Source: an optimization exercise on an open RTL-to-GDS flow (aim: small area and a short achievable clock period). Production flows keep margins and buffers that such runs may drop.
The RTL was checked by simulation tests, not by an equivalence proof against the original design.
No driver is modelled on the clock port, so clock power and skew are understated where the tree is cut down; a real chip needs a root buffer or a tree.
Power figures rest on the tool's default switching activity, not on a simulated workload.

==> flow/design.v (excerpt) <==
module led_scan_capture
#(
  parameter int unsigned STABLE_CYCLES  = 4,
  parameter int unsigned TIMEOUT_CYCLES = 1048576
) (
  input  logic         Clock,
  input  logic         RST,
  input  logic [35:0]  GPIO_1,
  output logic [15:0][15:0] RedPixels,
  output logic [15:0][15:0] GrnPixels,
  output logic         frame_valid,
  output logic         frame_error,
  output logic         stalled,
  output logic [15:0]  frame_count
);
For scale: about 2,600 cells after synthesis, roughly 34,000 um^2 of cells after synthesis.
export LEC_CHECK = 0
export CAP_MARGIN = 20
export CORE_MARGIN = 2
export CORE_UTILIZATION = 62
export SETUP_SLACK_MARGIN = 3.8
export SLEW_MARGIN = 20
create_clock -name core_clock -period 6.0 [get_ports {Clock}]
standard.sh (not shown) runs the stock make flow with config.mk's settings and CLKGATE_MAP_FILE= SYNTH_SCRIPT=/design/flow/synth_recipe.tcl, a recipe that flattens the netlist after the stock synthesis.
==> flow/flow/run.sh <==
#!/bin/bash
# Own layout flow: the standard ORFS flow, with plain buffers on the
# ports, a fanout limit and no delay cells for the placement-stage
# buffering, and a two-level clock tree (clock_tree.tcl) in place of
# TritonCTS. Make's output goes to flow_make.log here; ORFS's per-step logs
# stay under orfs/logs/.
set -euo pipefail
bash standard.sh finish \
  BUFFER_PORTS_ARGS="-buffer_cell sky130_fd_sc_hd__buf_2" \
  PRE_RESIZE_TCL="$PWD/flow/pre_resize.tcl" \
  PRE_CTS_TCL="$PWD/flow/clock_tree.tcl" \
  > flow_make.log 2>&1
==> flow/flow/pre_resize.tcl <==
set_max_fanout 16 [current_design]
set_dont_use {sky130_fd_sc_hd__dlygate* sky130_fd_sc_hd__dlymetal* sky130_fd_sc_hd__clkdlybuf*}
Other scripts of this flow, unchanged in this note and not shown: flow/flow/clock_tree.tcl
Next try:
--- a/flow/flow/run.sh
+++ b/flow/flow/run.sh
@@ -9 +9 @@
-  BUFFER_PORTS_ARGS="-buffer_cell sky130_fd_sc_hd__buf_2" \
+  BUFFER_PORTS_ARGS="-buffer_cell sky130_fd_sc_hd__buf_1" \
==> flow/flow/pre_resize.tcl (replaced) <==
set_dont_use {sky130_fd_sc_hd__dlygate* sky130_fd_sc_hd__dlymetal* sky130_fd_sc_hd__clkdlybuf*}
Settings changed: SETUP_SLACK_MARGIN 3.8 to 3.7.
What happened: Cell count went down by 4.5%; total power went down by 0.97%; critical path depth went down by 11.
Next try:
--- a/flow/flow/pre_resize.tcl
+++ b/flow/flow/pre_resize.tcl
@@ -0,0 +1 @@
+set_max_fanout 16 [current_design]
Settings changed: SETUP_SLACK_MARGIN 3.7 to 3.74.
What happened: Flip-flop and latch count does not change; clock power barely changes; worst setup slack improves by 0.0067 ns; via count rose by 2.0%; worst hold slack gains 0.0087 ns; maximum frequency is about the same; die area stays the same; synthesized cell count does not change.
Next try:
==> flow/flow/pre_resize.tcl (replaced) <==
set_dont_use {sky130_fd_sc_hd__dlygate* sky130_fd_sc_hd__dlymetal* sky130_fd_sc_hd__clkdlybuf*}
=>
- The changed run went through all stages and came out clean
- clock skew went down by 0.0052 ns
- die area stays the same
- sequential power stays flat
- global-route usage went down by 1.4 points
In every run of this note, the design's own scripts or RTL, not TritonCTS, make the clock network.

---

run A:
The RTL this note starts from:
==> flow/design.v <==
package led_scan_pkg;
  localparam int unsigned NUM_ROWS = 16;
  localparam int unsigned ROW_BITS = 4;
  localparam int unsigned ROW_MSB  = 35;
  localparam int unsigned ROW_LSB  = 32;
  localparam int unsigned GRN_MSB  = 31;
  localparam int unsigned RED_MSB  = 15;
  typedef logic [15:0][15:0] pixel_frame_t;
  typedef enum logic {
    SEEK,
    CAPTURE
  } capture_state_t;
  function automatic logic [15:0] reverse16(input logic [15:0] v);
    logic [15:0] r;
    r = '0;
    for (int unsigned i = 0; i < 16; i++) begin
      r[i] = v[15-i];
    end
    reverse16 = r;
  endfunction
endpackage
module led_row_stabiliser
#(
  parameter int unsigned STABLE_CYCLES = 4
) (
  input  logic       clk_i,
  input  logic       rst_i,
  input  logic [3:0] row_i,
  output logic [3:0] row_o,
  output logic       row_q_o,
  output logic       row_q_n_o,
  output logic [3:0] row_d_o,
  output logic       row_q_d_o
);
  localparam int unsigned CW = (STABLE_CYCLES > 2) ? $clog2(STABLE_CYCLES) : 1;
  logic [3:0]    row_q;
  logic [3:0]    last_q;
  logic          last_vld_q;
  logic [CW-1:0] cnt_q;
  logic          qual_q;
  logic          qual_n_q;
  logic [3:0]    row_d;
  logic [3:0]    last_d;
  logic          last_vld_d;
  logic [CW-1:0] cnt_d;
  logic          qual_d;
  always_comb begin
    if (rst_i) begin
      row_d      = '0;
      last_d     = '0;
      last_vld_d = 1'b0;
      cnt_d      = '0;
    end else begin
      row_d      = row_i;
      last_d     = qual_q ? row_q : last_q;
      last_vld_d = last_vld_q || qual_q;
      if (row_i != row_q) begin
        cnt_d = '0;
      end else if (cnt_q < CW'(STABLE_CYCLES - 1)) begin
        cnt_d = cnt_q + CW'(1);
      end else begin
        cnt_d = cnt_q;
      end
    end
    qual_d = (cnt_d == CW'(STABLE_CYCLES - 1)) && (!last_vld_d || (row_d != last_d));
  end
  always_ff @(posedge clk_i) begin
    row_q      <= row_d;
    last_q     <= last_d;
    last_vld_q <= last_vld_d;
    cnt_q      <= cnt_d;
    qual_q     <= qual_d;
    qual_n_q   <= !qual_d;
  end
  assign row_o     = row_q;
  assign row_q_o   = qual_q;
  assign row_q_n_o = qual_n_q;
  assign row_d_o   = row_d;
  assign row_q_d_o = qual_d;
endmodule
module led_scan_capture
#(
  parameter int unsigned STABLE_CYCLES  = 4,
  parameter int unsigned TIMEOUT_CYCLES = 1048576
) (
  input  logic         Clock,
  input  logic         RST,
  input  logic [35:0]  GPIO_1,
  output logic [15:0][15:0] RedPixels,
  output logic [15:0][15:0] GrnPixels,
  output logic         frame_valid,
  output logic         frame_error,
  output logic         stalled,
  output logic [15:0]  frame_count
);
  localparam int unsigned IW = (TIMEOUT_CYCLES > 2) ? $clog2(TIMEOUT_CYCLES) : 1;
  logic [31:0] col_q;
  always_ff @(posedge Clock) col_q <= GPIO_1[31:0];
  logic [3:0] row;       
  logic       row_q;     
  logic       row_q_n;   
  logic [3:0] row_d;
  logic       row_q_d;
  led_row_stabiliser #(
    .STABLE_CYCLES(STABLE_CYCLES)
  ) u_stab (
    .clk_i    (Clock),
    .rst_i    (RST),
    .row_i    (GPIO_1[35:32]),
    .row_o    (row),
    .row_q_o  (row_q),
    .row_q_n_o(row_q_n),
    .row_d_o  (row_d),
    .row_q_d_o(row_q_d)
  );
  logic [15:0] red_rev;
  logic [15:0] grn_rev;
  always_comb begin
    for (int i = 0; i < 16; i++) begin
      red_rev[i] = col_q[15 - i];
      grn_rev[i] = col_q[31 - i];
    end
  end
  logic       state_q;       
  logic [3:0] exp_row_q;
  logic       state_d;
  logic [3:0] exp_row_d;
  logic       error_d;
  logic       row0;
  assign row0 = (row == 4'd0);
  always_comb begin
    state_d   = state_q;
    exp_row_d = exp_row_q;
    error_d   = 1'b0;
    if (RST) begin
      state_d   = 1'b0;
      exp_row_d = '0;
    end else if (row_q) begin
      if (!state_q) begin
        if (row0) begin
          state_d   = 1'b1;
          exp_row_d = 4'd1;
        end
      end else if (row0) begin
        error_d   = (exp_row_q != 4'd0);
        exp_row_d = 4'd1;
      end else if (row == exp_row_q) begin
        exp_row_d = exp_row_q + 4'd1;
      end else begin
        error_d = 1'b1;
        state_d = 1'b0;
      end
    end
  end
  logic commit_d;
  logic commit_q;
  logic keep_q;
  if (STABLE_CYCLES >= 2) begin : g_commit
    assign commit_d = row_q_d && (row_d == 4'd0) && state_q && (exp_row_q == 4'd0);
  end else begin : g_commit
    assign commit_d = row_q_d && (row_d == 4'd0) && state_d && (exp_row_d == 4'd0);
  end
  always_ff @(posedge Clock) begin
    state_q   <= state_d;
    exp_row_q <= exp_row_d;
    commit_q  <= commit_d;
    keep_q    <= !commit_d;
  end
  always_ff @(posedge Clock) begin
    if (RST) begin
      frame_valid <= 1'b0;
      frame_error <= 1'b0;
      frame_count <= '0;
    end else begin
      frame_valid <= commit_q;
      frame_error <= error_d;
      if (commit_q) frame_count <= frame_count + 16'd1;
    end
  end
  logic [15:0][15:0] red_sh_q;
  logic [15:0][15:0] grn_sh_q;
  logic [15:0] sh_wr;
  logic [15:0] sh_keep;
  always_comb begin
    for (int r = 0; r < 16; r++) begin
      sh_wr[r]   = row_q && (row == 4'(r));
      sh_keep[r] = row_q_n || (row != 4'(r));
    end
  end
  always_ff @(posedge Clock) begin
    for (int r = 0; r < 16; r++) begin
      red_sh_q[r] <= (red_rev & {16{sh_wr[r]}}) | (red_sh_q[r] & {16{sh_keep[r]}});
      grn_sh_q[r] <= (grn_rev & {16{sh_wr[r]}}) | (grn_sh_q[r] & {16{sh_keep[r]}});
    end
  end
  logic ld;
  logic hold;
  assign ld   = commit_q && !RST;
  assign hold = keep_q && !RST;
  always_ff @(posedge Clock) begin
    RedPixels <= (red_sh_q & {256{ld}}) | (RedPixels & {256{hold}});
    GrnPixels <= (grn_sh_q & {256{ld}}) | (GrnPixels & {256{hold}});
  end
  logic [IW-1:0] idle_q;
  always_ff @(posedge Clock) begin
    if (RST || row_q) begin
      idle_q  <= '0;
      stalled <= 1'b0;
    end else begin
      idle_q  <= idle_q + IW'(1);
      stalled <= stalled || (idle_q == IW'(TIMEOUT_CYCLES - 1));
    end
  end
endmodule
clock: 6.0 ns
lec_check: 0
cap_margin: 20
core_margin: 2
core_utilization: 55
cts_buf_list: sky130_fd_sc_hd__clkbuf_8
setup_slack_margin: 3.6
slew_margin: 20
==> flow/flow/run.sh <==
#!/bin/bash
# Own layout flow: the standard ORFS flow, with the port buffers made
# from plain buffers instead of the default delay cells and no dummy loads
# added to the clock tree. Every make output goes to flow_make.log here;
# ORFS's per-step logs stay under orfs/logs/.
set -euo pipefail
bash standard.sh finish \
  BUFFER_PORTS_ARGS="-buffer_cell sky130_fd_sc_hd__buf_2" \
  CTS_ARGS="-sink_clustering_enable -repair_clock_nets -dont_use_dummy_load" \
  > flow_make.log 2>&1
The final layout from run A, which completed every stage, passed the timing, design-rule and antenna checks at the end of the flow.
#### Input delta (run B over run A)
Settings: SETUP_SLACK_MARGIN now 3.75, was 3.6; CTS_BUF_LIST no longer set, was sky130_fd_sc_hd__clkbuf_8; CORE_UTILIZATION now 70, was 55.
==> flow/flow/run.sh <==
#!/bin/bash
# Own layout flow: the standard ORFS flow, with plain buffers on the
# ports, no dummy loads in the clock tree and a fanout limit for the
# placement-stage buffering. Make's output goes to flow_make.log here;
# ORFS's per-step logs stay under orfs/logs/.
set -euo pipefail
bash standard.sh finish \
  BUFFER_PORTS_ARGS="-buffer_cell sky130_fd_sc_hd__buf_2" \
  PRE_RESIZE_TCL="$PWD/flow/pre_resize.tcl" \
  CTS_ARGS="-sink_clustering_enable -repair_clock_nets -dont_use_dummy_load -sink_clustering_size 30 -sink_clustering_max_diameter 100" \
  > flow_make.log 2>&1
==> flow/flow/pre_resize.tcl (new file) <==
set_max_fanout 16 [current_design]
set_dont_use {sky130_fd_sc_hd__dlygate* sky130_fd_sc_hd__dlymetal* sky130_fd_sc_hd__clkdlybuf*}
### Flow results
- Going from run A to run B, standard-cell row count decreased by about 12% relative to the old numbers; post-synthesis instance area closely matched the old numbers.
- Re register bit total from synthesis: no difference whatsoever between run B and run A.
- Of run A and run B, the lower initial core utilization belongs to run A.
- Post-cts sizing count ends up lower on run A.
- From run A to run B, number of distinct library cells after synthesis did not move at all.
- Run B did not finish; the tool stopped in global routing with error GRT-0232.
Edits applied to the flow inputs when going from run B to run C:
Settings: CTS_BUF_LIST now sky130_fd_sc_hd__clkbuf_8, previously not set; SETUP_SLACK_MARGIN now 3.8, was 3.75; CORE_UTILIZATION now 55, was 70.
==> flow/flow/run.sh <==
#!/bin/bash
# Own layout flow: the standard ORFS flow, with the port buffers made
# from plain buffers instead of the default delay cells and no dummy loads
# added to the clock tree. Every make output goes to flow_make.log here;
# ORFS's per-step logs stay under orfs/logs/.
set -euo pipefail
bash standard.sh finish \
  BUFFER_PORTS_ARGS="-buffer_cell sky130_fd_sc_hd__buf_2" \
  CTS_ARGS="-sink_clustering_enable -repair_clock_nets -dont_use_dummy_load" \
  > flow_make.log 2>&1
removed: flow/flow/pre_resize.tcl
==> comparison <==
Per the comparison of run C with run B, number of cells upsized or downsized after cts moved down; H-tree level count +1; half-perimeter wire length of the detailed placement result has decreased. Between run C and run B, the difference in arithmetic-cell share of the synthesized area counting full adders, half adders and majority gates is negligible. In summary, run C completed successfully, with a layout that passed the timing, design-rule and antenna checks. Run C vs run B: instance area after placement down. Taking run B as the reference, in run C synthesized-area fraction occupied by and/or/nand/nor cells shows no meaningful change; horizontal die dimension has increased. Higher number of buffers created by CTS was reported by run C, not run B. Run C vs run B — height of the die rose 13%. | pre-CTS setup slack | run C vs run B | 2.55 ns higher |.
What run D does differently from run C at the input level:
Settings: a change of SETUP_SLACK_MARGIN from 3.8 to 3.6; a deleted CTS_BUF_LIST that had been sky130_fd_sc_hd__clkbuf_8.
==> flow/flow/run.sh <==
#!/bin/bash
# Own layout flow: the standard ORFS flow, with plain buffers on the
# ports, no dummy loads in the clock tree and a fanout limit for the
# placement-stage buffering. Make's output goes to flow_make.log here;
# ORFS's per-step logs stay under orfs/logs/.
set -euo pipefail
bash standard.sh finish \
  BUFFER_PORTS_ARGS="-buffer_cell sky130_fd_sc_hd__buf_2" \
  PRE_RESIZE_TCL="$PWD/flow/pre_resize.tcl" \
  CTS_ARGS="-sink_clustering_enable -repair_clock_nets -dont_use_dummy_load -sink_clustering_size 30 -sink_clustering_max_diameter 100" \
  > flow_make.log 2>&1
==> flow/flow/pre_resize.tcl (new file) <==
set_max_fanout 16 [current_design]
set_dont_use {sky130_fd_sc_hd__dlygate* sky130_fd_sc_hd__dlymetal* sky130_fd_sc_hd__clkdlybuf*}
Notes after the runs:
In the metrics for run D and run C, the one carrying the lower total track usage is run D. Comparing switching power for run D and run C, the bigger number came from run C. In summary, run D completed successfully, with a layout that passed the timing, design-rule and antenna checks. | largest incremental delay on the critical path | run D vs run C | 0.22 ns lower |. Relative to run C, number of antenna violations at the first check in global routing has gone down in run D. Run C ended up with more cell instances than run D did. Re area growth from synthesis to final layout: run C was higher than run D. Of the two candidates, run C has the worse routed wire length and run D the better one.

## static timing again, ports no longer ideal
No port has a modelled driver above. Below, the same layouts with a new extraction and two added sets of constraints.
Step 1, drivers: a clkbuf_16 drives Clock and a buf_2 each remaining input, both assumed.
Step 2 adds t to the input delays and takes it off the output delays; t is the mean of the earliest and latest rising clock arrival at the registers after step 1. Input paths then give back, and output paths get back, about the clock's delay inside the block.
Three values: ideal ports, drivers, drivers and shift; two values: the first two.
run | shift t [ns] | setup WS [ns] | worst hold slack (ns) | worst setup path at the end | pins driven straight from the clock port
the first run of note 1 | 0.544 | 3.662 / 3.660 / 3.185 | 0.452 / 0.452 / 0.452 | input to register | 4
the second run of note 1 | 0.540 | 3.716 / 3.585 / 3.270 | 0.440 / 0.440 / 0.440 | input to register | 4
the third run of note 1 | 0.555 | 3.723 / 3.583 / 3.312 | 0.449 / 0.449 / 0.449 | input to register | 4
the fourth run of note 1 | 0.547 | 3.747 / 3.611 / 3.313 | 0.442 / 0.442 / 0.442 | input to register | 4
run A | 0.710 | 3.409 / 3.409 / 2.921 | 0.454 / 0.454 / 0.454 | input to register | 1
run C | 0.700 | 3.641 / 3.597 / 2.987 | 0.432 / 0.432 / 0.432 | input to register | 1
run D | 0.655 | 3.615 / 3.547 / 3.028 | 0.448 / 0.448 / 0.448 | input to register | 1
After both steps every run listed still meets setup and hold. The setup slack of run C, which loses most, moves by -0.044 ns with the drivers and by -0.654 ns with both steps.
